Background: an optimization exercise with open tools, aiming at small area, a short achievable clock period and few clock cycles. Do not read the settings as production practice.
Where RTL was checked, it was by simulation tests only, not by an equivalence proof against the original.
Function not checked in runs 1 and 2: the RTL went through the layout flow alone.
No activity file was given, so power comes from the tool's default toggle rates.

**flow/design.v**
```verilog
package sbsp_pkg;
    localparam int MAX_PARAMS = 48;
    localparam int BYTE_W     = 8;
    localparam int PAR_W      = 6;
    localparam int LEN_W      = 6;
    localparam int CFG_IDX_W  = 1;
    localparam int CFG_DATA_W = 8;
    localparam logic [BYTE_W-1:0] HDR_BYTE       = 8'hFF;
    localparam logic [BYTE_W-1:0] SCAN_MAX       = 8'hFF;
    localparam logic [BYTE_W-1:0] MIN_LENGTH     = 8'd2;
    localparam logic [BYTE_W-1:0] MAX_FRAME_LEN  = BYTE_W'(MAX_PARAMS + 2);
    localparam logic [BYTE_W-1:0] SCAN_LIMIT_RST = 8'd50;
    localparam logic [LEN_W-1:0]  MAX_LENGTH_RST = 6'd50;
    localparam logic [CFG_IDX_W-1:0] CFG_SCAN_LIMIT = 1'b0;
    localparam logic [CFG_IDX_W-1:0] CFG_MAX_LENGTH = 1'b1;
    typedef enum logic [1:0] {
        ST_OK     = 2'd0,
        ST_NOHDR  = 2'd1,
        ST_BADLEN = 2'd2,
        ST_BADSUM = 2'd3
    } t_status;
    typedef enum logic [6:0] {
        PH_HUNT  = 7'b0000001,
        PH_ID    = 7'b0000010,
        PH_LEN   = 7'b0000100,
        PH_ERR   = 7'b0001000,
        PH_PARAM = 7'b0010000,
        PH_CHK   = 7'b0100000,
        PH_DRAIN = 7'b1000000
    } t_phase;
    typedef struct packed {
        logic              we;
        logic [PAR_W-1:0]  waddr;
        logic [BYTE_W-1:0] wdata;
        logic              re;
        logic [PAR_W-1:0]  raddr;
    } t_buf_req;
endpackage
import sbsp_pkg::*;
module sbsp_param_buf (
    input  logic                        i_clk,
    input  logic                        i_we,
    input  logic [sbsp_pkg::PAR_W-1:0]  i_waddr,
    input  logic [sbsp_pkg::BYTE_W-1:0] i_wdata,
    input  logic [sbsp_pkg::PAR_W-1:0]  i_raddr,
    output logic [sbsp_pkg::BYTE_W-1:0] o_rdata
);
    logic [BYTE_W-1:0] mem [MAX_PARAMS];
    always_ff @(posedge i_clk) begin
        if (i_we) begin
            mem[i_waddr] <= i_wdata;
        end
    end
    assign o_rdata = mem[i_raddr];
endmodule
import sbsp_pkg::*;
module servo_bus_status_frame_parser_core (
    input  logic                            i_clk,
    input  logic                            i_rst_n,
    input  logic                            i_cfg_we,
    input  logic [sbsp_pkg::CFG_IDX_W-1:0]  i_cfg_idx,
    input  logic [sbsp_pkg::CFG_DATA_W-1:0] i_cfg_data,
    input  logic                            i_rx_valid,
    output logic                            o_rx_ready,
    input  logic [sbsp_pkg::BYTE_W-1:0]     i_rx_byte,
    output logic                            o_res_valid,
    input  logic                            i_res_ready,
    output logic [1:0]                      o_res_status,
    output logic [sbsp_pkg::BYTE_W-1:0]     o_res_servo_id,
    output logic [sbsp_pkg::BYTE_W-1:0]     o_res_error_byte,
    output logic                            o_res_data_valid,
    output logic [sbsp_pkg::BYTE_W-1:0]     o_res_data_byte,
    output logic [sbsp_pkg::PAR_W-1:0]      o_res_data_index,
    output logic                            o_res_last
);
    localparam int QD = 4;                  
    localparam int QW = 2;
    localparam logic [PAR_W-1:0] LAST_ADDR = PAR_W'(MAX_PARAMS - 1);
    logic [BYTE_W-1:0] r_scan_limit, n_scan_limit;
    logic [LEN_W-1:0]  r_max_length;
    always_comb begin
        n_scan_limit = r_scan_limit;
        if (!i_rst_n)                                     n_scan_limit = SCAN_LIMIT_RST;
        else if (i_cfg_we && i_cfg_idx == CFG_SCAN_LIMIT) n_scan_limit = i_cfg_data;
    end
    always_ff @(posedge i_clk) begin
        r_scan_limit <= n_scan_limit;
        if (!i_rst_n)                                     r_max_length <= MAX_LENGTH_RST;
        else if (i_cfg_we && i_cfg_idx == CFG_MAX_LENGTH) r_max_length <= i_cfg_data[LEN_W-1:0];
    end
    logic              r_rdy;
    logic              r_bv;
    logic [BYTE_W-1:0] r_b;
    assign o_rx_ready = r_rdy;
    always_ff @(posedge i_clk) begin
        r_b <= i_rx_byte;
        if (!i_rst_n) r_bv <= 1'b0;
        else          r_bv <= i_rx_valid && r_rdy;
    end
    logic r_ph_h, r_ph_i, r_ph_l, r_ph_e, r_ph_p, r_ph_c;
    logic n_ph_h, n_ph_i, n_ph_l, n_ph_e, n_ph_p, n_ph_c;
    logic              r_pff,   n_pff;       
    logic [BYTE_W-1:0] r_sc,    n_sc;        
    logic              r_hit;                
    logic [BYTE_W-1:0] r_id,    n_id;
    logic [BYTE_W-1:0] r_er,    n_er;
    logic [BYTE_W-1:0] r_sum,   n_sum;
    logic              r_lbad,  n_lbad;      
    logic              r_l2,    n_l2;        
    logic [PAR_W-1:0]  r_cnt,   n_cnt;       
    logic              r_cz,    n_cz;        
    logic              r_c1,    n_c1;        
    logic              r_lge4,  n_lge4;      
    logic [PAR_W-1:0]  r_lix,   n_lix;       
    logic [PAR_W-1:0]  r_wp;                 
    logic [PAR_W-1:0]  r_fsp;                
    logic              r_disc;               
    logic              buf_we;
    logic              is_ff;
    logic              len_ok;
    logic              sum_ok;
    logic              push;
    logic [1:0]        push_st;
    logic              push_dv;
    logic [BYTE_W-1:0] push_id;
    logic [BYTE_W-1:0] push_er;
    logic              disc;
    assign is_ff  = &r_b;
    assign len_ok = (r_b >= MIN_LENGTH) && (r_b[7:6] == 2'b00)
                 && (r_b[5:0] <= r_max_length) && (r_b <= MAX_FRAME_LEN);
    assign sum_ok = &(r_b ^ r_sum);
    assign buf_we = r_bv && r_ph_p;
    always_comb begin
        n_ph_h = r_ph_h; n_ph_i = r_ph_i; n_ph_l = r_ph_l;
        n_ph_e = r_ph_e; n_ph_p = r_ph_p; n_ph_c = r_ph_c;
        n_pff  = r_pff;
        n_sc   = r_sc;
        n_id   = r_id;
        n_er   = r_er;
        n_sum  = r_bv ? r_sum + r_b : r_sum;
        n_lbad = r_lbad;
        n_l2   = r_l2;
        n_cnt  = r_cnt;
        n_cz   = r_cz;
        n_c1   = r_c1;
        n_lge4 = r_lge4;
        n_lix  = r_lix;
        push    = 1'b0;
        push_st = ST_OK;
        push_dv = 1'b0;
        push_id = r_id;
        push_er = r_er;
        disc    = 1'b0;
        if (r_bv) begin
            if (r_ph_h) begin
                if (r_pff && is_ff) begin
                    n_ph_h = 1'b0; n_ph_i = 1'b1;
                    n_pff  = 1'b0;
                    n_sc   = 8'd1;
                end else if (r_hit) begin
                    push    = 1'b1;
                    push_st = ST_NOHDR;
                    push_id = '0;
                    push_er = '0;
                    n_id    = '0;
                    n_er    = '0;
                    n_pff   = 1'b0;
                    n_sc    = 8'd1;
                end else begin
                    n_pff = is_ff;
                    n_sc  = (r_sc != SCAN_MAX) ? r_sc + 8'd1 : r_sc;
                end
            end
            if (r_ph_i) begin
                n_id   = r_b;
                n_sum  = r_b;
                n_ph_i = 1'b0; n_ph_l = 1'b1;
            end
            if (r_ph_l) begin
                n_lbad = !len_ok;
                n_l2   = (r_b[5:0] == 6'd2);
                n_cnt  = r_b[5:0] - 6'd3;
                n_lix  = r_b[5:0] - 6'd3;
                n_cz   = (r_b[5:0] == 6'd3);
                n_c1   = (r_b[5:0] == 6'd4);
                n_lge4 = (r_b[5:0] >= 6'd4);
                n_ph_l = 1'b0; n_ph_e = 1'b1;
            end
            if (r_ph_e) begin
                n_er   = r_b;
                n_ph_e = 1'b0;
                if (r_lbad) begin
                    push    = 1'b1;
                    push_st = ST_BADLEN;
                    push_er = r_b;
                    n_ph_h  = 1'b1;
                end else if (r_l2) begin
                    n_ph_c = 1'b1;
                end else begin
                    n_ph_p = 1'b1;
                end
            end
            if (r_ph_p) begin
                n_cnt  = r_cnt - 6'd1;
                n_cz   = r_c1;
                n_c1   = (r_cnt == 6'd2);
                if (r_cz) begin
                    n_ph_p = 1'b0; n_ph_c = 1'b1;
                end
            end
            if (r_ph_c) begin
                push    = 1'b1;
                n_ph_c  = 1'b0; n_ph_h = 1'b1;
                if (!sum_ok) begin
                    push_st = ST_BADSUM;
                    disc    = !r_l2;
                end else begin
                    push_dv = !r_l2;
                end
            end
            if (!r_ph_h && !r_ph_c && !(r_ph_e && r_lbad)) begin
                n_pff = 1'b0;
                n_sc  = 8'd1;
            end
        end
    end
    always_ff @(posedge i_clk) begin
        if (!i_rst_n) begin
            r_ph_h <= 1'b1; r_ph_i <= 1'b0; r_ph_l <= 1'b0;
            r_ph_e <= 1'b0; r_ph_p <= 1'b0; r_ph_c <= 1'b0;
            r_pff  <= 1'b0;
            r_sc   <= 8'd1;
            r_hit  <= 1'b0;
            r_wp   <= '0;
            r_fsp  <= '0;
            r_disc <= 1'b0;
        end else begin
            r_ph_h <= n_ph_h; r_ph_i <= n_ph_i; r_ph_l <= n_ph_l;
            r_ph_e <= n_ph_e; r_ph_p <= n_ph_p; r_ph_c <= n_ph_c;
            r_pff  <= n_pff;
            r_sc   <= n_sc;
            r_hit  <= n_sc >= n_scan_limit;
            if (r_disc)      r_wp <= r_fsp;
            else if (buf_we) r_wp <= (r_wp == LAST_ADDR) ? '0 : r_wp + 6'd1;
            if (r_ph_i) r_fsp <= r_wp;
            r_disc <= disc;
        end
    end
    always_ff @(posedge i_clk) begin
        r_id   <= n_id;
        r_er   <= n_er;
        r_sum  <= n_sum;
        r_lbad <= n_lbad;
        r_l2   <= n_l2;
        r_cnt  <= n_cnt;
        r_cz   <= n_cz;
        r_c1   <= n_c1;
        r_lge4 <= n_lge4;
        r_lix  <= n_lix;
    end
    logic [PAR_W-1:0]  r_rp;
    logic [BYTE_W-1:0] buf_rdata;
    sbsp_param_buf u_param_buf (
        .i_clk   (i_clk),
        .i_we    (buf_we),
        .i_waddr (r_wp),
        .i_wdata (r_b),
        .i_raddr (r_rp),
        .o_rdata (buf_rdata)
    );
    logic [1:0]        q_st  [QD];
    logic              q_dv  [QD];
    logic [BYTE_W-1:0] q_id  [QD];
    logic [BYTE_W-1:0] q_er  [QD];
    logic [PAR_W-1:0]  q_lix [QD];
    logic [QW-1:0]     r_qh, r_qt;
    logic [QW:0]       r_qn;
    logic              r_pushd;
    logic              q_full;
    logic              pop;
    assign q_full = (r_qn == (QW+1)'(QD)) || (r_pushd && r_qn == (QW+1)'(QD - 1));
    always_ff @(posedge i_clk) begin
        if (r_bv && !q_full) begin
            q_st[r_qt]  <= push_st;
            q_dv[r_qt]  <= push_dv;
            q_id[r_qt]  <= push_id;
            q_er[r_qt]  <= push_er;
            q_lix[r_qt] <= r_lix;
        end
    end
    logic              r_ov;
    logic [1:0]        r_ost;
    logic [BYTE_W-1:0] r_oid;
    logic [BYTE_W-1:0] r_oer;
    logic              r_odv;
    logic [BYTE_W-1:0] r_obyte;
    logic [PAR_W-1:0]  r_oidx;
    logic              r_olast;
    logic [PAR_W-1:0]  r_rk;
    logic              r_rd;
    logic              ld;
    logic              qne;
    logic              h_dv;
    logic              h_last;
    logic              rd;
    assign ld     = !r_ov || i_res_ready;
    assign qne    = (r_qn != '0);
    assign h_dv   = q_dv[r_qh];
    assign h_last = !h_dv || (r_rk == q_lix[r_qh]);
    assign pop    = ld && qne && h_last;
    assign rd     = ld && qne && h_dv;
    always_ff @(posedge i_clk) begin
        if (!i_rst_n) begin
            r_ov    <= 1'b0;
            r_qh    <= '0;
            r_qt    <= '0;
            r_qn    <= '0;
            r_pushd <= 1'b0;
            r_rk    <= '0;
            r_rp    <= '0;
            r_rd    <= 1'b0;
        end else begin
            if (ld) r_ov <= qne;
            if (push) r_qt <= r_qt + 1'b1;
            if (pop)  r_qh <= r_qh + 1'b1;
            r_pushd <= push;
            r_qn    <= r_qn + {{QW{1'b0}}, r_pushd} - {{QW{1'b0}}, pop};
            if (ld && qne) r_rk <= h_last ? '0 : r_rk + 6'd1;
            if (rd) r_rp <= (r_rp == LAST_ADDR) ? '0 : r_rp + 6'd1;
            r_rd <= rd;
        end
    end
    always_ff @(posedge i_clk) begin
        if (ld) begin
            r_ost   <= q_st[r_qh];
            r_oid   <= q_id[r_qh];
            r_oer   <= q_er[r_qh];
            r_odv   <= h_dv;
            r_obyte <= h_dv ? buf_rdata : '0;
            r_oidx  <= h_dv ? r_rk : '0;
            r_olast <= h_last;
        end
    end
    assign o_res_valid      = r_ov;
    assign o_res_status     = r_ost;
    assign o_res_servo_id   = r_oid;
    assign o_res_error_byte = r_oer;
    assign o_res_data_valid = r_odv;
    assign o_res_data_byte  = r_obyte;
    assign o_res_data_index = r_oidx;
    assign o_res_last       = r_olast;
    logic [PAR_W-1:0] r_occ;
    always_ff @(posedge i_clk) begin
        if (!i_rst_n)    r_occ <= '0;
        else if (r_disc) r_occ <= r_occ + ~r_lix - {5'd0, r_rd};
        else             r_occ <= r_occ + {5'd0, buf_we} - {5'd0, r_rd};
    end
    logic       quiet;        
    logic       far;          
    logic       lim_small;
    logic       q_ok;
    logic       b_ok;
    logic [1:0] wsum;         
    assign far       = ({1'b0, r_sc} + 9'd2) < {1'b0, r_scan_limit};
    assign lim_small = (r_scan_limit <= 8'd2) || i_cfg_we;
    assign quiet = !i_cfg_we && ((r_ph_p && !r_cz && (!r_c1 || !r_bv))
                              || (r_ph_e && !r_lbad && r_lge4)
                              || (r_ph_h && far));
    always_comb begin
        if (lim_small) q_ok = (r_qn <= (QW+1)'(QD - 3)) && !r_pushd
                           || (r_qn <= (QW+1)'(QD - 4)) || (pop && r_qn <= (QW+1)'(QD - 2)) && !r_pushd;
        else           q_ok = (r_qn <= (QW+1)'(QD - 1)) && !r_pushd
                           || (r_qn <= (QW+1)'(QD - 2)) || pop;
    end
    always_comb begin
        wsum = 2'd0;
        if (r_ph_p) begin
            if (r_cz)                  wsum = 2'd1;
            else if (r_c1 || !r_bv)    wsum = 2'd2;
            else                       wsum = 2'd3;
        end else if (r_ph_e && !r_lbad) begin
            wsum = {1'b0, !r_l2} + {1'b0, r_lge4};
        end else if (r_ph_l) begin
            wsum = 2'd1;
        end
    end
    always_comb begin
        case (wsum)
            2'd0:    b_ok = 1'b1;
            2'd1:    b_ok = (r_occ <= 6'd47);
            2'd2:    b_ok = (r_occ <= 6'd46);
            default: b_ok = (r_occ <= 6'd45);
        endcase
    end
    always_ff @(posedge i_clk) begin
        if (!i_rst_n) r_rdy <= 1'b0;
        else          r_rdy <= (quiet || q_ok) && b_ok;
    end
endmodule
```
**flow/run.sh**
```bash
#!/bin/bash
# synth_recipe.tcl (not shown) runs the flow's synth.tcl, then flattens the netlist and writes it again
# the make line also repeats each setting of config.mk as NAME=value (left out here)
make -C /OpenROAD-flow-scripts/flow DESIGN_CONFIG=/design/flow/config.mk WORK_HOME=/design/flow/orfs CLKGATE_MAP_FILE= SYNTH_SCRIPT=/design/flow/synth_recipe.tcl finish
```
**flow/config.mk**
```make
export PLATFORM = sky130hd
export DESIGN_NAME = servo_bus_status_frame_parser_core
export DESIGN_NICKNAME = servo_bus_status_frame_parser_core
export VERILOG_FILES = /design/flow/design.v
export SDC_FILE = /design/flow/constraint.sdc
export NUM_CORES = 4
export LEC_CHECK = 0
export CAP_MARGIN = 20
export CORE_MARGIN = 2
export CORE_UTILIZATION = 40
export PLACE_DENSITY = 0.6
export SLEW_MARGIN = 20
```
**flow/constraint.sdc**
```tcl
create_clock -name core_clock -period 5.0 [get_ports {i_clk}]
set_input_delay 1.0000 -clock core_clock [delete_from_list [all_inputs] [get_ports {i_clk}]]
set_output_delay 1.0000 -clock core_clock [all_outputs]
set_load 0.01 [all_outputs]
```
==> summary.txt, run 1 <==
cell with the most instances after synthesis=edfxtp_1; vias after detailed routing=between 10000 and 15000; fin nets=1831; RSZ-0062 raised after global routing=no; synth cell count leaders=551 x edfxtp_1, 142 x mux4_2, 132 x nor2_1; largest net degree at the start of global routing=between 50 and 60; Post-CTS Hold Fix Bufs=0; port buffer count=57; period utilisation layout=about two thirds; internal power=10.1 mW; Clock Sink Count=approximately 640; Antenna Cells=0; Initial Util=40.2%; Clk pwr share=between 30% and 40%; Sw Ratio=between 20% and 30%; drt first pass iters=5; pre-CTS setup slack=around 1.5 ns; Ports=58; minimum clock period=3.25 ns; Die W=between 200 and 300 µm; CTS tree=done; vias per cell=about 5.4; area taken by multi-input logic gates=roughly 7900 µm²; Post-Syn Area=about 27000 µm²; Rel. slew slack=28.5%; Layout Cells excl Fill=2666; clock tree buffer depth=3; Rows=between 90 and 100; Routability Congestion=0.780; FFs w/ async S/R, synth=0%; htree depth=3; Clock Latency Late Sink=between 0.6 and 0.7 ns; register area share after synthesis=approximately 68%; total core area=66900 µm²; initial antenna violation count=0; warnings from Yosys=2; WS Path Type=flip-flop to flip-flop; final setup TNS=0 ns; clock skew=0.0269 ns; fin worst setup slack=1.75 ns; Sw Pwr=between 3 and 4 mW; final core occ=45.8%; die height=roughly 260 µm; # fillers=5619; vias in the first global route=14600; Synthesized Nets=approximately 1800; Comb pwr share=approximately 16%; leakage power=just over 10 nW; Synth Register Bits=642; Final Hold Fails=0; first-pass GRT wire length=about 89000 µm; part of the power in registers=46.4%; Slew @ Worst Pin=~1.1 ns; WL final=approximately 59000 µm; post_cts resized=0; share of the synthesized area in the top cell type=between 60% and 70%; dpl hpwl=~36000 µm; total global routing track utilization=between 10% and 20%; remaining antenna violation count=0; layout cells sized above 1=roughly 16%; syn avg cell area=between 15 and 20 µm²; Design Area, Final=a little over 30000 µm²; GRT overflow=0; CP Launch Type=flip-flop; Peak VDD IR=~0.00024 V; final setup fails=0; worst-path fanout max=10; top post-synthesis cells by area=edfxtp_1 62%, mux4_2 12%, dfxtp_1 6.8%; PD cells=442 nW/µm²; Die ar.=slightly below 70000 µm²; number of CTS-inserted buffers=69; f_max=between 300 and 400 MHz; DRT iter0 DRCs=between 1000 and 1500; area growth from synthesis to layout=14.1%; status=finished clean; Slew Viols, Final=0; CTS root buffer=clkbuf_16; CP required=about 5.5 ns; Reg area=18400 µm²; Post-synth EDFFs=~550; drt drc=0; Reg clk slew, reported paths=roughly 0.060 ns; Post-synth top flop=edfxtp_1; type of the worst min-delay path=flip-flop to flip-flop; Post-CTS Setup Bufs=0; crit end category=flip-flop; Worst Hold Slack=0.471 ns; dpl cells=between 2000 and 3000; Distinct cells, synth=64; total power=between 10 and 15 mW; post-synth top area cell=edfxtp_1; Area after DPL=28400 µm²; Max Cap Viol=0; wire length per cell=about 22 µm; Arr. time, crit path=between 3 and 4 ns; Synth Instances=between 1500 and 2000
-- final cells by class --
cell class | count | area share [%]
Sequential cell | 642 | 59.9
Multi-Input combinational cell | 870 | 25.7
Clock buffer | 88 | 6.06
Tap cell | 873 | 3.56
Timing Repair Buffer | 84 | 2.60
Clock inverter | 38 | 1.22
Inverter | 71 | 0.869
-- power groups by stage --
| stage | combinational (mW) | clock, mW | sequential [mW] |
|---|---|---|---|
| finish | 2.23 | 5.04 | 6.30 |
| CTS | 2.26 | 5.15 | 6.31 |
| global route | 2.45 | 5.35 | 6.33 |
| global placement | 2.22 | 0 | 6.41 |
| floorplan | 1.57 | 0 | 6.37 |
| detailed placement | 2.25 | 0 | 6.42 |
-- placed cells by master, fill, tap and decap left out, types with 5 or more instances in the layout --
| cell | count |
|---|---|
| edfxtp_1 | 551 |
| mux4_2 | 142 |
| nor2_1 | 132 |
| nand2_1 | 83 |
| dfxtp_1 | 77 |
| clkbuf_16 | 70 |
| inv_1 | 69 |
| ha_1 | 67 |
| a21oi_1 | 63 |
| clkdlybuf4s50_1 | 57 |
| o21ai_0 | 48 |
| nand3_1 | 44 |
| and2_1 | 36 |
| mux2i_1 | 36 |
| buf_4 | 25 |
| xnor2_1 | 23 |
| clkinv_1 | 19 |
| xor2_1 | 16 |
| and3_1 | 16 |
| nor3_1 | 16 |
| clkbuf_1 | 14 |
| a21o_1 | 13 |
| nand2b_1 | 12 |
| dfxtp_2 | 12 |
| nor2b_1 | 10 |
| a22o_1 | 10 |
| nand4_1 | 8 |
| nand3b_1 | 7 |
| o211ai_1 | 7 |
| or3_1 | 6 |
| a31oi_1 | 6 |
| clkinv_2 | 6 |
| nor3b_1 | 5 |
| mux2_2 | 5 |
| o21a_1 | 5 |
| bufinv_16 | 5 |
-- kinds of logic after synthesis --
group / after synthesis / synth area share, %
AOI/OAI and AO/OA: 185 / 4.25
buffers and inverters: 151 / 2.35
muxes: 183 / 13.4
adders and majority gates: 72 / 3.45
DFF: 642 / 68.3
and+or+nand+nor: 391 / 6.95
xor gates and xnor gates: 39 / 1.27
-- registers in the layout, summed over array words and instances, names as in the netlist, 8 cells and up, named ones only --
register / cells
q_lix: 24
r_scan_limit: 8
q_id: 32
r_b: 8
r_sum: 8
u_param_buf.mem: 384
r_oid: 8
r_obyte: 8
r_id: 8
r_sc: 8
q_er: 32
r_er: 8
r_oer: 8
q_st: 8
-- per-layer routing --
layer  global-route usage, %  vias up  part of all wire [%]
met4                    5.07        0                   1.9
met2                    28.0      389                    49
met3                    2.96       74                   5.3
met1                    23.3     7402                    44
li1                        -     6575                     -
met5                       0        -                     0
-- critical path, cell delays in order (launching register included) --
cell	delay (ns)
dfxtp_1	0.67
mux2_2	0.42
and3_1	0.18
o21ai_0	0.21
a21oi_2	0.15
nand2b_1	0.21
and2_1	0.20
ha_1	0.27
inv_1	0.04
ha_1	0.18
fa_1	0.37
xor2_1	0.17
nor2_1	0.06
-- path summary, 6_finish.rpt --
check,start,endpoint,slack [ns],cells after the start
setup / recovery,flip-flop,r_qn[2]$_SDFF_PN0_,1.75,12
hold / removal,r_sum[4]$_DFF_P_,r_sum[4]$_DFF_P_,0.47,1
setup reg to reg,flip-flop,r_qn[2]$_SDFF_PN0_,1.75,12
hold reg to reg,r_sum[4]$_DFF_P_,r_sum[4]$_DFF_P_,0.47,1
==> run 2, diff against run 1 <==
--- a/flow/config.mk
+++ b/flow/config.mk
@@ -10,3 +10,4 @@
 export CORE_UTILIZATION = 40
 export PLACE_DENSITY = 0.6
+export SETUP_SLACK_MARGIN = 2.6
 export SLEW_MARGIN = 20
==> run 2 against run 1 <==
Against the previous run: highest routed layer unchanged; global-route usage grew 1.3 points; total power is 3.3% higher; critical path type unchanged; clock skew decreased by 0.0046 ns; combinational power up about 20%; fmax rose by 18%; critical path depth is 1 lower; routed wire length is 8.0% higher; synthesized cell count stayed put; design area up 5.3%; critical endpoint is now r_qn[1]$_SDFF_PN0_.
==> summary.txt, run 2 <==
fin worst setup slack=2.24 ns (+0.490 ns); CTS tree=done; synth cell count leaders=551 x edfxtp_1, 142 x mux4_2, 132 x nor2_1; GRT overflow=0 (unchanged); slowest CP cell=mux4_2; RSZ-0062 raised after global routing=yes; R2R Setup Slk=2.24 ns (+0.49 ns); DRT iter0 DRCs=1196 (-6.0%); Worst path max stage delay=0.56 ns (-0.11 ns); Slew @ Worst Pin=1.28 ns (+0.215 ns); Slew Viols, Final=0 (unchanged); first-pass GRT wire length=94200 µm (+5.3%); commonest non-fill, non-tap cell in the layout=edfxtp_1; Antenna Cells=0 (unchanged); drt drc=0 (unchanged); Die ar.=69300 µm² (unchanged); Distinct cells, synth=64 (unchanged); dpl cells=2539 (-0.039%); leakage power=10.8 nW (+6.7%); post-synth top area cell=edfxtp_1; type of the worst min-delay path=flip-flop to flip-flop; Arr. time, crit path=3.26 ns (-0.48 ns); Post-synth EDFFs=551 (unchanged); final core occ=48.3% (+2.4 points); vias after detailed routing=14900 (+3.3%); largest net degree at the start of global routing=58 (-1.7%); Ports=58 (unchanged); Design Area, Final=32300 µm² (+5.3%); syn avg cell area=16.2 µm² (unchanged); CP delay by family, top=adder cells; total global routing track utilization=18.3% (+1.3 points); biggest registers after layout=u_param_buf.mem (384), q_er (32), q_id (32); Initial Util=40.2% (unchanged); Synthesized Nets=1756 (unchanged); Die W=263 µm (unchanged); PD cells=434 nW/µm² (-1.9%); commonest cells after routing, fill and taps aside=551 x edfxtp_1, 142 x mux4_2, 84 x nor2_1; port buffer count=57 (unchanged); pre-CTS setup slack=1.35 ns (-0.107 ns); Max Cap Viol=0 (unchanged); clock skew=0.0223 ns (-0.00464 ns); final setup TNS=0 ns (unchanged); Clock Sink Count=642 (unchanged); Routability Congestion=0.787 (+0.91%); # fillers=5530 (-1.6%); warnings from Yosys=2 (unchanged); FFs w/ async S/R, synth=0% (unchanged); Post-Syn Area=26900 µm² (unchanged); Biggest register=u_param_buf.mem; combined buffer and inverter count along the critical path=1 (unchanged); htree depth=3 (unchanged); top post-synthesis cells by area=edfxtp_1 62%, mux4_2 12%, dfxtp_1 6.8%; crit end category=flip-flop; Area after DPL=28500 µm² (+0.20%); number of CTS-inserted buffers=69 (unchanged); period utilisation layout=55.1% (-9.8 points); f_max=363 MHz (+18%); Clock Latency Late Sink=0.62 ns (about the same); Reg clk slew, reported paths=0.05 ns (about the same); final setup fails=0 (unchanged); fin nets=1895 (+3.5%); remaining antenna violation count=0 (unchanged); minimum clock period=2.76 ns (-0.490 ns); worst-path fanout max=6 (-4); register area share after synthesis=68.3% (unchanged); Synth Register Bits=642 (unchanged); Worst Hold Slack=0.457 ns (-0.0147 ns); Synth Instances=1663 (unchanged); CP Launch Type=flip-flop; dpl hpwl=36300 µm (+0.34%); Final Hold Fails=0 (unchanged); Layout Cells excl Fill=2730 (+2.4%); vias in the first global route=14800 (+1.6%); Peak VDD IR=0.000206 V (-13%); share of the synthesized area in the top cell type=61.5% (unchanged); clock tree buffer depth=3 (unchanged); total core area=66900 µm² (unchanged); Rel. slew slack=14.3% (-14 points); WL final=63400 µm (+8.0%); CTS root buffer=clkbuf_16; area growth from synthesis to layout=20.1%; initial antenna violation count=1 (+1); Largest register FFs=384 (unchanged); cell with the most instances after synthesis=edfxtp_1; wire length per cell=23.2 µm (+5.5%); die height=263 µm (unchanged); crit path cell chain=mux4_2, xnor2_2, nand4_1, a21oi_4, nand2b_4, and2_4, ha_4, inv_2, ha_4, fa_2, and2_4; CP required=5.51 ns (+0.02 ns); Rows=95 (unchanged); Post-synth top flop=edfxtp_1; total power=14.0 mW (+3.3%); worst hold path startpoint=r_max_length[2]$_SDFFE_PN0P_; Post-CTS Hold Fix Bufs=0 (unchanged); drt first pass iters=6 (+1); WS Path Type=flip-flop to flip-flop; status=finished clean; layout cells sized above 1=24.7% (+8.6 points); vias per cell=5.46 (+0.90%)
==> run 2: path summary, 6_finish.rpt <==
| kind | endpoint | cells past startpoint |
|---|---|---|
| setup / recovery | r_qn[1]$_SDFF_PN0_ | 11 |
| hold / removal | r_max_length[2]$_SDFFE_PN0P_ | 2 |
| setup reg to reg | r_qn[1]$_SDFF_PN0_ | 11 |
| hold reg to reg | r_max_length[2]$_SDFFE_PN0P_ | 2 |
==> run 2: layout make-up <==
type                       count  area (µm²)  share of cell area [%]
clock buffer                  80        1770                    5.47
clock inverter                46         470                    1.46
inverter                      71         268                   0.829
multi-input combinational    871        8470                    26.2
sequential                   642       18400                    57.1
tap                          873        1090                    3.38
timing repair buffer         147        1800                    5.57
==> run 2: what timing repair did <==
action	4_1_cts	5_1_grt
gates cloned	11	2
endpoints found under the hold margin	0	0
resized for setup	177	42
setup endpoints to repair	476	177
setup buffers	40	12
pin swaps	14	15
==> run 2: logic make-up (layout without fill, tap and decap cells) <==
family | after synthesis | count (layout) | share of synthesized area, %
AND/OR/NAND/NOR | 391 | 392 | 6.95
multiplexers | 183 | 183 | 13.4
flip-flops | 642 | 642 | 68.3
XOR/XNOR | 39 | 39 | 1.27
buffers and inverters | 151 | 344 | 2.35
AO/OA/AOI/OAI | 185 | 185 | 4.25
adder cells (fa/ha/maj) | 72 | 72 | 3.45
==> run 2: worst min-delay path: stages (launching register included) <==
cell and delay (ns):
dfxtp_1 0.31, nand2_1 0.05, a21oi_1 0.05
==> run 2: power by group <==
group          switching, mW  internal (mW)  leakage [nW]
logic                   1.31           1.37          3.95
registers              0.198           6.08          5.77
clock network           2.13           2.93          1.09
==> run 2: per-layer routing <==
metal	GRT usage (%)	wire (µm)	vias up
met2	30.6	31600	469
met1	23.8	26300	7651
met5	0	0	-
met3	3.91	3690	95
met4	6.33	1810	0
li1	-	-	6704
==> run 3, diff against run 2 <==
--- a/flow/design.v
+++ b/flow/design.v
@@ -41,16 +41,30 @@
     input  logic                        i_clk,
     input  logic                        i_we,
-    input  logic [sbsp_pkg::PAR_W-1:0]  i_waddr,
+    input  logic [5:0]                  i_whi,
+    input  logic [7:0]                  i_wlo,
     input  logic [sbsp_pkg::BYTE_W-1:0] i_wdata,
-    input  logic [sbsp_pkg::PAR_W-1:0]  i_raddr,
+    input  logic [5:0]                  i_rhi,
+    input  logic [7:0]                  i_rlo,
     output logic [sbsp_pkg::BYTE_W-1:0] o_rdata
 );
     logic [BYTE_W-1:0] mem [MAX_PARAMS];
+    logic [BYTE_W-1:0] grp [6];
     always_ff @(posedge i_clk) begin
-        if (i_we) begin
-            mem[i_waddr] <= i_wdata;
+        for (int g = 0; g < 6; g++) begin
+            for (int j = 0; j < 8; j++) begin
+                if (i_we && i_whi[g] && i_wlo[j]) mem[g*8+j] <= i_wdata;
+            end
+        end
+    end
+    always_comb begin
+        o_rdata = '0;
+        for (int g = 0; g < 6; g++) begin
+            grp[g] = '0;
+            for (int j = 0; j < 8; j++) begin
+                grp[g] = grp[g] | (mem[g*8+j] & {BYTE_W{i_rlo[j]}});
+            end
+            o_rdata = o_rdata | (grp[g] & {BYTE_W{i_rhi[g]}});
         end
     end
-    assign o_rdata = mem[i_raddr];
 endmodule
 import sbsp_pkg::*;
@@ -76,5 +90,4 @@
     localparam int QD = 4;                  
     localparam int QW = 2;
-    localparam logic [PAR_W-1:0] LAST_ADDR = PAR_W'(MAX_PARAMS - 1);
     logic [BYTE_W-1:0] r_scan_limit, n_scan_limit;
     logic [LEN_W-1:0]  r_max_length;
@@ -102,5 +115,5 @@
     logic              r_pff,   n_pff;       
     logic [BYTE_W-1:0] r_sc,    n_sc;        
-    logic              r_hit;                
+    logic              hit;                  
     logic [BYTE_W-1:0] r_id,    n_id;
     logic [BYTE_W-1:0] r_er,    n_er;
@@ -113,6 +126,8 @@
     logic              r_lge4,  n_lge4;      
     logic [PAR_W-1:0]  r_lix,   n_lix;       
-    logic [PAR_W-1:0]  r_wp;                 
-    logic [PAR_W-1:0]  r_fsp;                
+    logic [5:0]        r_wh;                 
+    logic [7:0]        r_wl;                 
+    logic [5:0]        r_fh;                 
+    logic [7:0]        r_fl;
     logic              r_disc;               
     logic              buf_we;
@@ -127,4 +142,5 @@
     logic              disc;
     assign is_ff  = &r_b;
+    assign hit    = r_sc >= r_scan_limit;
     assign len_ok = (r_b >= MIN_LENGTH) && (r_b[7:6] == 2'b00)
                  && (r_b[5:0] <= r_max_length) && (r_b <= MAX_FRAME_LEN);
@@ -158,5 +174,5 @@
                     n_pff  = 1'b0;
                     n_sc   = 8'd1;
-                end else if (r_hit) begin
+                end else if (hit) begin
                     push    = 1'b1;
                     push_st = ST_NOHDR;
@@ -231,7 +247,8 @@
             r_pff  <= 1'b0;
             r_sc   <= 8'd1;
-            r_hit  <= 1'b0;
-            r_wp   <= '0;
-            r_fsp  <= '0;
+            r_wh   <= 6'd1;
+            r_wl   <= 8'd1;
+            r_fh   <= 6'd1;
+            r_fl   <= 8'd1;
             r_disc <= 1'b0;
         end else begin
@@ -240,8 +257,15 @@
             r_pff  <= n_pff;
             r_sc   <= n_sc;
-            r_hit  <= n_sc >= n_scan_limit;
-            if (r_disc)      r_wp <= r_fsp;
-            else if (buf_we) r_wp <= (r_wp == LAST_ADDR) ? '0 : r_wp + 6'd1;
-            if (r_ph_i) r_fsp <= r_wp;
+            if (r_disc) begin
+                r_wh <= r_fh;
+                r_wl <= r_fl;
+            end else if (buf_we) begin
+                r_wl <= {r_wl[6:0], r_wl[7]};
+                if (r_wl[7]) r_wh <= {r_wh[4:0], r_wh[5]};
+            end
+            if (r_ph_i) begin
+                r_fh <= r_wh;
+                r_fl <= r_wl;
+            end
             r_disc <= disc;
         end
@@ -259,12 +283,15 @@
         r_lix  <= n_lix;
     end
-    logic [PAR_W-1:0]  r_rp;
+    logic [5:0]        r_rh;                 
+    logic [7:0]        r_rl;                 
     logic [BYTE_W-1:0] buf_rdata;
     sbsp_param_buf u_param_buf (
         .i_clk   (i_clk),
         .i_we    (buf_we),
-        .i_waddr (r_wp),
+        .i_whi   (r_wh),
+        .i_wlo   (r_wl),
         .i_wdata (r_b),
-        .i_raddr (r_rp),
+        .i_rhi   (r_rh),
+        .i_rlo   (r_rl),
         .o_rdata (buf_rdata)
     );
@@ -274,4 +301,5 @@
     logic [BYTE_W-1:0] q_er  [QD];
     logic [PAR_W-1:0]  q_lix [QD];
+    logic              q_s   [QD];           
     logic [QW-1:0]     r_qh, r_qt;
     logic [QW:0]       r_qn;
@@ -287,4 +315,5 @@
             q_er[r_qt]  <= push_er;
             q_lix[r_qt] <= r_lix;
+            q_s[r_qt]   <= !push_dv || (r_lix == '0);
         end
     end
@@ -299,15 +328,17 @@
     logic [PAR_W-1:0]  r_rk;
     logic              r_rd;
+    logic              r_hl;                 
+    logic              r_hdv;                
     logic              ld;
     logic              qne;
-    logic              h_dv;
-    logic              h_last;
+    logic              take;
     logic              rd;
-    assign ld     = !r_ov || i_res_ready;
-    assign qne    = (r_qn != '0);
-    assign h_dv   = q_dv[r_qh];
-    assign h_last = !h_dv || (r_rk == q_lix[r_qh]);
-    assign pop    = ld && qne && h_last;
-    assign rd     = ld && qne && h_dv;
+    logic [QW-1:0]     qh1;
+    assign ld   = !r_ov || i_res_ready;
+    assign qne  = (r_qn != '0);
+    assign take = ld && qne;
+    assign pop  = take && r_hl;
+    assign rd   = take && r_hdv;
+    assign qh1  = r_qh + 1'b1;
     always_ff @(posedge i_clk) begin
         if (!i_rst_n) begin
@@ -318,26 +349,43 @@
             r_pushd <= 1'b0;
             r_rk    <= '0;
-            r_rp    <= '0;
+            r_rh    <= 6'd1;
+            r_rl    <= 8'd1;
             r_rd    <= 1'b0;
         end else begin
             if (ld) r_ov <= qne;
             if (push) r_qt <= r_qt + 1'b1;
-            if (pop)  r_qh <= r_qh + 1'b1;
+            if (pop)  r_qh <= qh1;
             r_pushd <= push;
             r_qn    <= r_qn + {{QW{1'b0}}, r_pushd} - {{QW{1'b0}}, pop};
-            if (ld && qne) r_rk <= h_last ? '0 : r_rk + 6'd1;
-            if (rd) r_rp <= (r_rp == LAST_ADDR) ? '0 : r_rp + 6'd1;
+            if (take) r_rk <= r_hl ? '0 : r_rk + 6'd1;
+            if (rd) begin
+                r_rl <= {r_rl[6:0], r_rl[7]};
+                if (r_rl[7]) r_rh <= {r_rh[4:0], r_rh[5]};
+            end
             r_rd <= rd;
         end
     end
     always_ff @(posedge i_clk) begin
+        if (!qne) begin
+            r_hl  <= q_s[r_qh];
+            r_hdv <= q_dv[r_qh];
+        end else if (take) begin
+            if (r_hl) begin
+                r_hl  <= q_s[qh1];
+                r_hdv <= q_dv[qh1];
+            end else begin
+                r_hl  <= (r_rk + 6'd1) == q_lix[r_qh];
+            end
+        end
+    end
+    always_ff @(posedge i_clk) begin
         if (ld) begin
             r_ost   <= q_st[r_qh];
             r_oid   <= q_id[r_qh];
             r_oer   <= q_er[r_qh];
-            r_odv   <= h_dv;
-            r_obyte <= h_dv ? buf_rdata : '0;
-            r_oidx  <= h_dv ? r_rk : '0;
-            r_olast <= h_last;
+            r_odv   <= r_hdv;
+            r_obyte <= r_hdv ? buf_rdata : '0;
+            r_oidx  <= r_hdv ? r_rk : '0;
+            r_olast <= r_hl;
         end
     end
==> run 3 against run 2 <==
Against the previous run: fmax grew 20%; sequential cell count grew 29; critical path depth shrank 2; clock-buffer cell count grew 9; clock skew shrank 0.0017 ns; sequential share of layout area grew 4.0 points; non-clock buffer count shrank 58; register-to-register slack gained 0.46 ns; via count grew 7.6%; total power shrank 1.9%; combinational power shrank 29%; critical endpoint is now q_er[1][0]$_DFFE_PP_; largest cell class unchanged; highest routed layer unchanged.
==> summary.txt, run 3 <==
status=finished clean; CTS tree=done; area growth from synthesis to layout=14.8%; CTS root buffer=clkbuf_16; drt first pass iters=5 (-1); final setup TNS=0 ns (unchanged); crit end category=flip-flop; PD cells=440 nW/µm² (+1.4%); Hold Path Sink=r_sum[4]$_DFF_P_; Biggest register=u_param_buf.mem; Peak VDD IR=0.000218 V (+6.0%); share of the synthesized area in the top cell type=61.4% (-0.076 points); Slew Viols, Final=0 (unchanged); R2R Setup Slk=2.71 ns (+0.46 ns); layout cells sized above 1=13.1% (-12 points); warnings from Yosys=4 (+2); number of CTS-inserted buffers=72 (+4.3%); Design Area, Final=31200 µm² (-3.3%); Rows=95 (unchanged); syn avg cell area=14.7 µm² (-8.8%); combined buffer and inverter count along the critical path=3 (+2); slowest CP cell=dfxtp_2; final core occ=46.4% (-1.8 points); top post-synthesis cells by area=edfxtp_1 61%, dfxtp_1 8.4%, a22oi_1 6.0%; Initial Util=40.5% (+0.27 points); WS Path Type=flip-flop to flip-flop; die height=265 µm (+0.60%); dpl hpwl=38500 µm (+6.0%); final setup fails=0 (unchanged); leakage power=10.7 nW (-1.4%); drt drc=0 (unchanged); vias per cell=5.69 (+4.0%); Post-synth EDFFs=557 (+1.1%); biggest registers after layout=u_param_buf.mem (384), q_er (32), q_id (32); Clock Latency Late Sink=0.61 ns (about the same); port buffer count=57 (unchanged); type of the worst min-delay path=flip-flop to flip-flop; first-pass GRT wire length=99200 µm (+5.3%); Synthesized Nets=1937 (+10%); htree depth=3 (unchanged); total power=13.7 mW (-1.9%); # fillers=5808 (+5.0%); Antenna Cells=0 (unchanged); CP delay by family, top=compound AO/OA/AOI/OAI gates; total core area=67300 µm² (+0.53%); commonest non-fill, non-tap cell in the layout=edfxtp_1; vias after detailed routing=16100 (+7.6%); synth cell count leaders=557 x edfxtp_1, 218 x a22oi_1, 114 x dfxtp_1; DRT iter0 DRCs=1493 (+25%); Largest register FFs=384 (unchanged); Layout Cells excl Fill=2823 (+3.4%); Area after DPL=28600 µm² (+0.48%); Rel. slew slack=28.3% (+14 points); Routability Congestion=0.795 (+0.91%); cell count of the worst hold path=1 (-1); total global routing track utilization=18.5% (+0.13 points); cell mode on critical path=buf_4; clock tree buffer depth=3 (unchanged); Arr. time, crit path=2.65 ns (-0.61 ns); Max Cap Viol=0 (unchanged); largest net degree at the start of global routing=105 (+81%); Synth Instances=1846 (+11%); Die ar.=70200 µm² (+1.2%); RSZ-0062 raised after global routing=yes; remaining antenna violation count=0 (unchanged); fin nets=1984 (+4.7%); Synth Register Bits=671 (+4.5%); vias in the first global route=16100 (+9.2%); Die W=265 µm (+0.60%); FFs w/ async S/R, synth=0% (unchanged); cell with the most instances after synthesis=edfxtp_1; Ports=58 (unchanged); clock skew=0.0206 ns (-0.00168 ns); initial antenna violation count=0 (-1); Slew @ Worst Pin=1.08 ns (-0.208 ns); Distinct cells, synth=69 (+7.8%); CP required=5.36 ns (-0.15 ns); Clock Sink Count=671 (+4.5%); Post-synth top flop=edfxtp_1; dpl cells=2682 (+5.6%); Reg clk slew, reported paths=0.06 ns (about the same); r2r worst-path depth=9 (-2); Post-Syn Area=27200 µm² (+1.2%); GRT met2 Usage=31.5% (+0.88 points); Reg-to-Reg End=q_er[1][0]$_DFFE_PP_; Final Hold Fails=0 (unchanged); CP Launch Type=flip-flop; met1 usage=24.4% (+0.61 points); crit path from=r_sc[1]$_SDFFE_PN0P_; commonest cells after routing, fill and taps aside=557 x edfxtp_1, 218 x a22oi_1, 85 x dfxtp_1; Worst path max stage delay=0.41 ns (-0.15 ns); wire length per cell=22.9 µm (-1.2%); register area share after synthesis=69.8% (+1.5 points); f_max=436 MHz (+20%); worst r2r src=r_sc[1]$_SDFFE_PN0P_; worst hold path startpoint=r_sum[4]$_DFF_P_; crit path cell chain=inv_1, ha_1, o21ai_2, a21oi_2, buf_4, and4bb_4, o21ai_4, buf_4, a22o_4; worst-path fanout max=8 (+2); minimum clock period=2.29 ns (-0.461 ns); met3 Use GR=2.97% (-0.94 points); period utilisation layout=45.9% (-9.2 points); post-synth top area cell=edfxtp_1; WL final=64800 µm (+2.2%); global routing's busiest layer=met2; GRT overflow=0 (unchanged)
[run 3: cell count changes after synthesis, sizes merged, moves of 25 or more]
cell    previous run  this run
a22oi              3       218
mux4             142        28
nor2             132        44
nand4              8        59
clkbuf            53        96
and3              16        58
nor2b             10        46
a21oi             64        39
[run 3: how the worst max path moves through the flow]
stage	end	cells after the start
floorplan	r_qn[2]$_SDFF_PN0_	11
CTS	q_er[2][5]$_DFFE_PP_	8
detailed placement	r_qn[2]$_SDFF_PN0_	12
finish	q_er[1][0]$_DFFE_PP_	9
global route	q_er[1][4]$_DFFE_PP_	10
global placement	r_qn[2]$_SDFF_PN0_	12
[run 3: per-stage QoR]
| step | setup slack [ns] | hold WS, ns |
|---|---|---|
| 6_report | 2.71 | 0.468 |
| 2_1_floorplan | 2.13 | 0.424 |
| 4_1_cts | 2.50 | 0.472 |
| 3_5_place_dp | 1.61 | 0.458 |
| 3_3_place_gp | 1.61 | 0.442 |
| 5_1_grt | 2.58 | 0.491 |
[run 3: report_power, final]
part	leakage, nW	internal, mW	switching (mW)
clock network	1.12	3.02	2.20
logic	3.51	0.853	1.05
registers	6.04	6.31	0.307
total	10.7	10.2	3.55
[run 3: cells by family after synthesis]
family                   share of synthesized area, %
multiplexers                                     4.25
XOR/XNOR                                         1.22
buffers and inverters                            2.55
AO/OA/AOI/OAI                                    10.6
AND/OR/NAND/NOR                                  8.25
flip-flops                                       69.8
adder cells (fa/ha/maj)                          3.28
[run 3: what timing repair did]
action                                  CTS  global route
setup buffers                             6             4
resized for setup                        88            47
endpoints found under the setup margin  617            82
hold buffers                              0             0
pin swaps                                 4             2
[run 3: per-layer routing]
layer / wire length [µm] / vias up
met4: 1390 / 0
li1: - / 7307
met5: 0 / -
met3: 3740 / 98
met2: 32100 / 512
met1: 27500 / 8133
[run 3: cell type report]
type,count,area [µm²],area share [%]
clock buffer,89,1900,6.07
multi-input combinational,997,7740,24.8
timing repair buffer,89,808,2.59
sequential,671,19100,61.0
clock inverter,42,402,1.29
inverter,62,233,0.745
tap,873,1090,3.50
Testbench counts of run 3, summed over its fixed seeds: cycles 43,404.
==> run 4, diff against run 3 <==
--- a/flow/config.mk
+++ b/flow/config.mk
@@ -9,5 +9,7 @@
 export CORE_MARGIN = 2
 export CORE_UTILIZATION = 40
+export CTS_BUF_LIST = sky130_fd_sc_hd__clkbuf_8
+export CTS_CLUSTER_SIZE = 30
 export PLACE_DENSITY = 0.6
-export SETUP_SLACK_MARGIN = 2.6
+export SETUP_SLACK_MARGIN = 3.0
 export SLEW_MARGIN = 20
==> run 4 against run 3 <==
Against the previous run: final cell count up 5.1%; sequential cell count unchanged; clock power down 16%; design area up 2.8%; critical path type unchanged; largest cell class unchanged.
==> summary.txt, run 4 <==
status=finished clean; syn avg cell area=14.7 µm² (unchanged); Reg-to-Reg End=r_rdy$_SDFF_PN0_; synth cell count leaders=557 x edfxtp_1, 218 x a22oi_1, 114 x dfxtp_1; commonest cells after routing, fill and taps aside=557 x edfxtp_1, 214 x a22oi_1, 112 x clkbuf_8; main combinational cell family by area after synthesis=compound AO/OA/AOI/OAI gates; commonest non-fill, non-tap cell in the layout=edfxtp_1; Post-Syn Area=27200 µm² (unchanged); initial antenna violation count=7 (+7); dpl cells=2675 (-0.26%); warnings from Yosys=4 (unchanged); wire length per cell=24.7 µm (+7.8%); Slew Viols, Final=0 (unchanged); Arr. time, crit path=2.88 ns (+0.23 ns); Rel. slew slack=52.1% (+24 points); minimum clock period=2.26 ns (-0.0320 ns); slowest CP cell=a221o_1; Peak VDD IR=0.000194 V (-11%); total global routing track utilization=20.7% (+2.3 points); post-synthesis simple-gate area fraction=8.25% (unchanged); final setup fails=0 (unchanged); htree depth=3 (unchanged); Ports=58 (unchanged); share of the synthesized area in the top cell type=61.4% (unchanged); Comb pwr share=17.0% (+3.2 points); GRT overflow=0 (unchanged); WS Path Type=flip-flop to flip-flop; CP endpoint=r_rdy$_SDFF_PN0_; xor and xnor area share after synthesis=1.22% (unchanged); vias after detailed routing=16900 (+5.3%); largest net degree at the start of global routing=61 (-42%); Slew @ Worst Pin=0.719 ns (-0.356 ns); CP delay by family, top=compound AO/OA/AOI/OAI gates; crit end category=flip-flop; R2R Setup Slk=2.74 ns (+0.03 ns); first-pass GRT wire length=109000 µm (+9.6%); Worst path max stage delay=0.42 ns (about the same); combined buffer and inverter count along the critical path=2 (-1); Post-synth EDFFs=557 (unchanged); Crit. path cell count=11 (+2); dpl hpwl=37800 µm (-1.7%); final setup TNS=0 ns (unchanged); layout cells sized above 1=21.8% (+8.8 points); Max Cap Viol=0 (unchanged); register area share after synthesis=69.8% (unchanged); PD cells=411 nW/µm² (-6.5%); Distinct cells, synth=69 (unchanged); vias in the first global route=17000 (+5.6%); Synth Area in Compound Gates=10.6% (unchanged); Clock Latency Late Sink=0.73 ns (+0.12 ns); CP Launch Type=flip-flop; Post-CTS Hold Fix Bufs=0 (unchanged); mux cell area share after synthesis=4.25% (unchanged); Post-Synth Adder-Cell Area=3.28% (unchanged); Reg clk slew, reported paths=0.06 ns (about the same); WL final=73400 µm (+13%); Biggest register=u_param_buf.mem; Sw Ratio=27.9% (+2.1 points); Post-synth top flop=edfxtp_1; FFs w/ async S/R, synth=0% (unchanged); CTS root buffer=clkbuf_8; fin nets=2097 (+5.7%); Routability Congestion=0.818 (+3.0%); CP required=5.62 ns (+0.26 ns); Rows=95 (unchanged); remaining antenna violation count=0 (unchanged); Clock Sink Count=671 (unchanged); clock skew=0.0455 ns (+0.0249 ns); worst-path fanout max=3 (-5); part of the power in registers=49.9% (+1.7 points); crit path cell chain=buf_4, and2_4, buf_6, nand2_4, xnor2_2, ha_1, o21a_1, nor2_2, a21oi_2, a221o_1, a221oi_2; cell with the most instances after synthesis=edfxtp_1; internal power=9.52 mW (-6.5%); Die W=265 µm (unchanged); Worst Hold Slack=0.466 ns (-0.00226 ns); worst hold path startpoint=r_max_length[3]$_SDFFE_PN0P_; post-synth top area cell=edfxtp_1; vias per cell=5.70 (+0.25%); Final Hold Fails=0 (unchanged); RSZ-0062 raised after global routing=yes; Synthesized Nets=1937 (unchanged); Layout Cells excl Fill=2966 (+5.1%); leakage power=11.2 nW (+5.3%); total power=13.2 mW (-3.9%); Sw Pwr=3.68 mW (+3.7%); Largest register FFs=384 (unchanged); # fillers=5821 (+0.22%); drt first pass iters=5 (unchanged); period utilisation layout=45.2% (-0.64 points); port buffer count=57 (unchanged); die height=265 µm (unchanged); Initial Util=40.5% (unchanged); DRT iter0 DRCs=1647 (+10%); worst r2r src=r_sc[3]$_SDFFE_PN0P_; crit path from=r_sc[3]$_SDFFE_PN0P_; Synth Instances=1846 (unchanged); biggest registers after layout=u_param_buf.mem (384), q_er (32), q_id (32); type of the worst min-delay path=flip-flop to flip-flop; Die ar.=70200 µm² (unchanged); number of CTS-inserted buffers=107 (+49%); r2r worst-path depth=11 (+2); area growth from synthesis to layout=18.0%; top post-synthesis cells by area=edfxtp_1 61%, dfxtp_1 8.4%, a22oi_1 6.0%; clock tree buffer depth=3 (unchanged); Clk pwr share=33.1% (-4.9 points); f_max=442 MHz (+1.4%); CTS tree=done; total core area=67300 µm² (unchanged); Synth Register Bits=671 (unchanged); drt drc=0 (unchanged)
[run 4: cell counts after synthesis]
No cell type changed its count.
[run 4: final cells by class]
| class | count | area, µm² | share of cell area [%] |
|---|---|---|---|
| Clock buffer | 112 | 1540 | 4.80 |
| Inverter | 62 | 235 | 0.732 |
| Clock inverter | 80 | 424 | 1.32 |
| Timing Repair Buffer | 161 | 1510 | 4.69 |
| Tap cell | 873 | 1090 | 3.40 |
| Multi-Input combinational cell | 1003 | 8180 | 25.5 |
| Sequential cell | 671 | 19100 | 59.6 |
| Antenna cell | 4 | 10.0 | 0.0312 |
[run 4: worst register-to-register path, cell delays in order (launching register included)]
cell      delay [ns]
dfxtp_4         0.34
buf_4           0.10
and2_4          0.15
buf_6           0.10
nand2_4         0.05
xnor2_2         0.13
ha_1            0.29
o21a_1          0.12
nor2_2          0.13
a21oi_2         0.05
a221o_1         0.42
a221oi_2        0.28
[run 4: worst min path at each step]
stage                                   endpoint  slack [ns]  depth (start not counted)
floorplan                        r_odv$_DFFE_PP_        0.42                          0
global placement                r_sum[4]$_DFF_P_        0.44                          1
detailed placement              r_sum[4]$_DFF_P_        0.46                          1
CTS                             r_sum[4]$_DFF_P_        0.47                          1
global route        r_max_length[3]$_SDFFE_PN0P_        0.51                          2
finish              r_max_length[3]$_SDFFE_PN0P_        0.47                          2
[run 4: what timing repair did]
item,in CTS,in global routing
cloned,7,0
buffers inserted,64,24
endpoints found under the setup margin,698,196
pin swaps,47,53
gates resized for setup,261,70
[run 4: power groups by stage]
stage / clock network (mW) / logic (mW) / registers (mW)
floorplan: 0 / 1.35 / 6.61
global placement: 0 / 1.87 / 6.78
detailed placement: 0 / 1.91 / 6.79
CTS: 4.46 / 2.16 / 6.59
global route: 4.71 / 2.47 / 6.62
finish: 4.37 / 2.25 / 6.59
[run 4: cells by family after synthesis]
| group | count (synthesis) |
|---|---|
| flops | 671 |
| simple gates | 412 |
| compound gates | 401 |
| buf+inv | 178 |
| mux | 77 |
| fa+ha+maj | 69 |
| xor+xnor | 38 |
[run 4: metrics by stage]
step	cell area, µm²	utilization, %	setup WS (ns)
floorplan	27400	-	2.13
global placement	28700	42.7	1.59
detailed placement	28700	42.7	1.56
CTS	31700	47.1	2.67
global route	32100	47.7	2.67
finish	32100	47.7	2.74
[run 4: routing by layer]
| layer | vias to the layer above | wire length [µm] | global-route usage [%] |
|---|---|---|---|
| li1 | 7554 | - | - |
| met1 | 8552 | 30400 | 27.3 |
| met2 | 654 | 35600 | 34.6 |
| met3 | 145 | 5010 | 3.79 |
| met4 | 0 | 2310 | 7.02 |
| met5 | - | 0 | 0 |
==> run 5, diff against run 4 <==
--- a/flow/config.mk
+++ b/flow/config.mk
@@ -9,6 +9,4 @@
 export CORE_MARGIN = 2
 export CORE_UTILIZATION = 40
-export CTS_BUF_LIST = sky130_fd_sc_hd__clkbuf_8
-export CTS_CLUSTER_SIZE = 30
 export PLACE_DENSITY = 0.6
 export SETUP_SLACK_MARGIN = 3.0
==> run 5 against run 4 <==
Against the previous run: still clean; sequential power hardly changed; hold slack worse by 0.0010 ns; total power is 6.5% higher; design area is 0.43% higher; critical path depth is 10 lower; fmax is 4.7% higher; clock power is 21% higher; first-iteration DRC count is 2.2% lower; critical path type is now flip-flop to output pin; largest cell class unchanged; highest routed layer is now met5.
==> summary.txt, run 5 <==
CP Launch Type=flip-flop; RSZ-0062 raised after global routing=yes; share of the synthesized area in the top cell type=61.4% (unchanged); r2r worst-path depth=9 (-2); Slew @ Worst Pin=0.743 ns (+0.0235 ns); Clock Sink Count=671 (unchanged); Ports=58 (unchanged); Rows=95 (unchanged); largest net degree at the start of global routing=61 (unchanged); Synth Register Bits=671 (unchanged); die height=265 µm (unchanged); Max Cap Viol=0 (unchanged); Post-Synth Adder-Cell Area=3.28% (unchanged); commonest non-fill, non-tap cell in the layout=edfxtp_1; area growth from synthesis to layout=18.5%; slowest CP cell=edfxtp_1; dpl hpwl=37800 µm (unchanged); crit path cell chain=buf_2; Die W=265 µm (unchanged); first-pass GRT wire length=107000 µm (-1.2%); worst r2r src=r_sc[4]$_SDFFE_PN0P_; cell with the most instances after synthesis=edfxtp_1; GRT overflow=0 (unchanged); Post-CTS Hold Fix Bufs=0 (unchanged); Synth Area in Compound Gates=10.6% (unchanged); leakage power=11.1 nW (-1.1%); wire length per cell=25.0 µm (+0.94%); minimum clock period=2.16 ns (-0.101 ns); post-synthesis simple-gate area fraction=8.25% (unchanged); f_max=463 MHz (+4.7%); htree depth=3 (unchanged); Arr. time, crit path=1.16 ns (-1.72 ns); Reg-to-Reg End=r_rdy$_SDFF_PN0_; register area share after synthesis=69.8% (unchanged); warnings from Yosys=4 (unchanged); remaining antenna violation count=0 (unchanged); clock skew=0.0416 ns (-0.00388 ns); biggest registers after layout=u_param_buf.mem (384), q_er (32), q_id (32); Hold Path Sink=r_max_length[3]$_SDFFE_PN0P_; R2R Setup Slk=2.86 ns (+0.12 ns); fin nets=2055 (-2.0%); crit end category=output pin; top post-synthesis cells by area=edfxtp_1 61%, dfxtp_1 8.4%, a22oi_1 6.0%; final core occ=47.9% (+0.20 points); Post-Syn Area=27200 µm² (unchanged); Synth Instances=1846 (unchanged); combined buffer and inverter count along the critical path=1 (-1); syn avg cell area=14.7 µm² (unchanged); Rel. slew slack=50.5% (-1.6 points); Largest register FFs=384 (unchanged); post-synth top area cell=edfxtp_1; Worst path max stage delay=0.39 ns (-0.03 ns); vias after detailed routing=16600 (-1.7%); CP required=4.00 ns (-1.62 ns); CTS root buffer=clkbuf_16; total core area=67300 µm² (unchanged); vias per cell=5.73 (+0.61%); Die ar.=70200 µm² (unchanged); Initial Util=40.5% (unchanged); worst hold path startpoint=r_max_length[3]$_SDFFE_PN0P_; port buffer count=57 (unchanged); main combinational cell family by area after synthesis=compound AO/OA/AOI/OAI gates; xor and xnor area share after synthesis=1.22% (unchanged); type of the worst min-delay path=flip-flop to flip-flop; Biggest register=u_param_buf.mem; status=finished clean; CTS tree=done; Distinct cells, synth=69 (unchanged); worst-path fanout max=1 (-2); WS Path Type=flip-flop to output pin; # fillers=5734 (-1.5%); Reg clk slew, reported paths=0.06 ns (about the same); WL final=72400 µm (-1.4%); drt first pass iters=5 (unchanged); commonest cells after routing, fill and taps aside=557 x edfxtp_1, 214 x a22oi_1, 82 x nand2_1; total global routing track utilization=20.6% (-0.16 points); final setup TNS=0 ns (unchanged); Slew Viols, Final=0 (unchanged); total power=14.1 mW (+6.5%); final setup fails=0 (unchanged); Clock Latency Late Sink=0.64 ns (-0.09 ns); Final Hold Fails=0 (unchanged); mux cell area share after synthesis=4.25% (unchanged); cell count of the worst hold path=2 (unchanged); CP delay by family, top=flip-flops; FFs w/ async S/R, synth=0% (unchanged); number of CTS-inserted buffers=74 (-31%); period utilisation layout=43.2% (-2.0 points); vias in the first global route=16700 (-2.0%); Synthesized Nets=1937 (unchanged); synth cell count leaders=557 x edfxtp_1, 218 x a22oi_1, 114 x dfxtp_1; initial antenna violation count=6 (-1); PD cells=436 nW/µm² (+6.1%); Post-synth EDFFs=557 (unchanged); Routability Congestion=0.818 (unchanged); Post-synth top flop=edfxtp_1; Peak VDD IR=0.000275 V (+42%); DRT iter0 DRCs=1610 (-2.2%); layout cells sized above 1=19.8% (-2.1 points); drt drc=0 (unchanged); clock tree buffer depth=3 (unchanged)
## run 5: cell types whose count changed in the layout (fill, tap and decap cells not counted), moves of 8 or more
cell / previous run / this run
clkbuf_8: 112 / 1
clkbuf_16: 0 / 75
inv_1: 85 / 50
clkbuf_1: 0 / 20
clkinv_1: 26 / 11
nor2b_4: 10 / 2
## run 5: worst max-delay path by stage
stage,slack (ns),cells after the start,endpoint,from
6_report,2.84,1,o_res_error_byte[1],r_oer[1]$_DFFE_PP_
3_5_place_dp,1.56,12,r_qn[2]$_SDFF_PN0_,i_res_ready
5_1_grt,2.77,10,r_rdy$_SDFF_PN0_,r_sc[4]$_SDFFE_PN0P_
2_1_floorplan,2.13,11,r_qn[2]$_SDFF_PN0_,i_res_ready
4_1_cts,2.80,1,o_res_error_byte[1],r_oer[1]$_DFFE_PP_
3_3_place_gp,1.59,12,r_qn[2]$_SDFF_PN0_,i_res_ready
## run 5: what timing repair did
action / CTS / global route
buffers inserted: 67 / 13
gates cloned: 6 / 0
gates resized for setup: 254 / 44
endpoints found under the setup margin: 707 / 185
pin swaps: 52 / 29
hold endpoints to repair: 0 / 0
## run 5: power by group
group | switching (mW) | total, mW | internal, mW
sequential | 0.261 | 6.58 | 6.32
clock | 2.26 | 5.27 | 3.01
combinational | 1.23 | 2.22 | 0.996
total | 3.75 | 14.1 | 10.3
## run 5: area by class of cell
cell class / instances / area [µm²] / share of cell area [%]
inverter: 62 / 238 / 0.737
sequential: 671 / 19100 / 59.3
multi-input combinational: 1003 / 8020 / 24.9
antenna: 1 / 2.50 / 0.00776
timing repair buffer: 152 / 1430 / 4.44
clock buffer: 95 / 1950 / 6.05
tap: 873 / 1090 / 3.39
clock inverter: 40 / 390 / 1.21
## run 5: through the flow
step	worst slack, ns	hold slack, ns	std cells	cell area [µm²]
final	2.84	0.465	2897	32300
after global placement	1.59	0.443	2675	28700
after global routing	2.77	0.486	2896	32300
after detailed placement	1.56	0.455	2675	28700
after floorplan	2.13	0.424	1846	27400
after CTS	2.80	0.469	2883	32000
## run 5: logic make-up (layout without fill, tap and decap cells)
kind of cell             count (synthesis)  count (layout)
AO/OA/AOI/OAI                          401             401
XOR/XNOR                                38              38
adder cells (fa/ha/maj)                 69              69
buffers and inverters                  178             349
flip-flops                             671             671
multiplexers                            77              77
other                                    0               1
AND/OR/NAND/NOR                        412             418
## run 5: metal layers
| layer | up-vias | track usage, % | part of all wire (%) |
|---|---|---|---|
| met1 | 8374 | 27.4 | 41 |
| met4 | 2 | 6.86 | 3.0 |
| met3 | 139 | 3.57 | 7.5 |
| li1 | 7447 | - | - |
| met5 | - | 0 | 0.018 |
| met2 | 651 | 34.2 | 48 |
## run 5: worst register-to-register path: cells and delay by family (launching register included)
family                   cells  cell delay (ns)
AO/OA/AOI/OAI                2             0.66
flip-flops                   1             0.38
AND/OR/NAND/NOR              5             0.57
adder cells (fa/ha/maj)      1             0.31
XOR/XNOR                     1             0.12
==> run 6, diff against run 5 <==
==> flow/flow/run.sh (new file) <==
#!/bin/bash
# The standard layout, with the port buffers made from buf_2 cells instead of the
# slower cells buffer_ports picks by itself. Each tool's full output goes to its own log.
set -euo pipefail
bash standard.sh BUFFER_PORTS_ARGS="-buffer_cell sky130_fd_sc_hd__buf_2" finish > standard_flow.log 2>&1
==> flow/standard.sh (new file) <==
#!/bin/bash
# synth_recipe.tcl (not shown) runs the flow's synth.tcl, then flattens the netlist and writes it again
# the make line also repeats each setting of config.mk as NAME=value (left out here)
make -C /OpenROAD-flow-scripts/flow DESIGN_CONFIG=/design/flow/config.mk WORK_HOME=/design/flow/orfs CLKGATE_MAP_FILE= SYNTH_SCRIPT=/design/flow/synth_recipe.tcl "${@:-finish}"
removed: flow/run.sh
==> run 6 against run 5 <==
Against the previous run: still clean; final cell count rose by 0.10%; total power fell by 1.1%; sequential cell count did not move; worst setup slack got worse by 0.028 ns; non-clock buffer count rose by 13; combinational power rose by 4%; sequential power barely moved; register-to-register slack got worse by 0.05 ns; clock power fell by 4.7%; hold slack barely moved; sequential share of layout area rose by 0.066 points; clock-buffer cell count fell by 2.
==> summary.txt, run 6 <==
status=finished clean; Rows=95 (unchanged); Die ar.=70200 µm² (unchanged); syn avg cell area=14.7 µm² (unchanged); first-pass GRT wire length=107000 µm (-0.79%); Post-synth EDFFs=557 (unchanged); final setup fails=0 (unchanged); FFs w/ async S/R, synth=0% (unchanged); worst-path fanout max=7 (+6); Clock Latency Late Sink=0.61 ns (-0.03 ns); Slew @ Worst Pin=1.08 ns (+0.338 ns); Ports=58 (unchanged); share of the synthesized area in the top cell type=61.4% (unchanged); total global routing track utilization=20.3% (-0.27 points); Die W=265 µm (unchanged); initial antenna violation count=1 (-5); Peak VDD IR=0.000265 V (-3.5%); Post-Syn Area=27200 µm² (unchanged); clock tree buffer depth=3 (unchanged); type of the worst min-delay path=flip-flop to flip-flop; remaining antenna violation count=0 (unchanged); port buffer count=57 (unchanged); dpl hpwl=38200 µm (+0.95%); crit end category=flip-flop; Initial Util=40.5% (unchanged); die height=265 µm (unchanged); CP required=5.50 ns (+1.50 ns); Distinct cells, synth=69 (unchanged); global routing's busiest layer=met2; final setup TNS=0 ns (unchanged); Worst Hold Slack=0.464 ns (-0.000429 ns); Synthesized Nets=1937 (unchanged); Layout Cells excl Fill=2900 (+0.10%); fin worst setup slack=2.81 ns (-0.0281 ns); RSZ-0062 raised after global routing=yes; pre-CTS setup slack=1.46 ns (-0.0984 ns); total core area=67300 µm² (unchanged); Synth Instances=1846 (unchanged); wire length per cell=24.9 µm (-0.34%); PD cells=432 nW/µm² (-1.0%); dpl cells=2675 (unchanged); DRT iter0 DRCs=1513 (-6.0%); cell with the most instances after synthesis=edfxtp_1; Post-CTS Hold Fix Bufs=0 (unchanged); fin nets=2065 (+0.49%); Clock Sink Count=671 (unchanged); clock skew=0.0150 ns (-0.0267 ns); period utilisation layout=43.8% (+0.56 points); Slew Viols, Final=0 (unchanged)
## run 6: cell counts after synthesis
No cell type changed its count.
## run 6: layer usage
| metal | part of all wire (%) | routed length, µm |
|---|---|---|
| met1 | 43 | 31000 |
| met2 | 49 | 35200 |
| met3 | 5.8 | 4180 |
| met4 | 2.5 | 1800 |
| met5 | 0 | 0 |
## run 6: cell families (layout without fill, tap and decap cells)
kind of cell / Yosys count / in the layout / share of synthesized area, %
AND/OR/NAND/NOR: 412 / 417 / 8.25
multiplexers: 77 / 77 / 4.25
buffers and inverters: 178 / 354 / 2.55
flip-flops: 671 / 671 / 69.8
AO/OA/AOI/OAI: 401 / 401 / 10.6
XOR/XNOR: 38 / 38 / 1.22
adder cells (fa/ha/maj): 69 / 69 / 3.28
## run 6: layout make-up
cell class	instances	area (µm²)	share of cell area [%]
clock inverters	34	260	0.807
repair buffers	165	1430	4.44
clock buffers	93	1930	6.00
inverters	62	238	0.737
multi-input cells	1002	8140	25.3
well taps	873	1090	3.39
flip-flops and latches	671	19100	59.4
## run 6: where the power goes
part	switching [mW]	internal (mW)
registers	0.276	6.32
clock network	2.18	2.84
logic	1.25	1.05
total	3.70	10.2
## run 6: path summary, 6_finish.rpt
path | startpoint | end | slack (ns) | depth (start not counted)
setup / recovery | r_sc[3]$_SDFFE_PN0P_ | r_rdy$_SDFF_PN0_ | 2.81 | 9
hold / removal | r_sum[4]$_DFF_P_ | r_sum[4]$_DFF_P_ | 0.46 | 1
setup reg to reg | r_sc[3]$_SDFFE_PN0P_ | r_rdy$_SDFF_PN0_ | 2.81 | 9
hold reg to reg | r_sum[4]$_DFF_P_ | r_sum[4]$_DFF_P_ | 0.46 | 1
## run 6: metrics by stage
step	power, mW	area [µm²]
after global routing	14.5	32200
after detailed placement	8.58	28400
after global placement	8.52	28400
after CTS	13.9	31800
final	13.9	32200
after floorplan	7.96	27400
## run 6: repair_timing
action                     in CTS  in global routing
cloned                          4                  1
pin swaps                      37                 46
setup buffers                  64                 29
resized for setup             150                 46
setup endpoints to repair     694                291
## run 6: critical path: stages, from the launching register on
cell and delay [ns]:
dfxtp_4 0.38, and2_4 0.15, and3_4 0.20, nand2_4 0.05
xnor2_2 0.12, ha_1 0.30, nand2_1 0.07, nand4b_1 0.09
a221o_1 0.45, a221oi_2 0.29

Check on run 6: ideal ports give 2.810 ns setup slack; a clkbuf_16 on the clock port and buf_2 on the inputs give 2.808 ns; moving port delays by the midpoint clock arrival (0.657 ns) as well gives 2.275 ns.
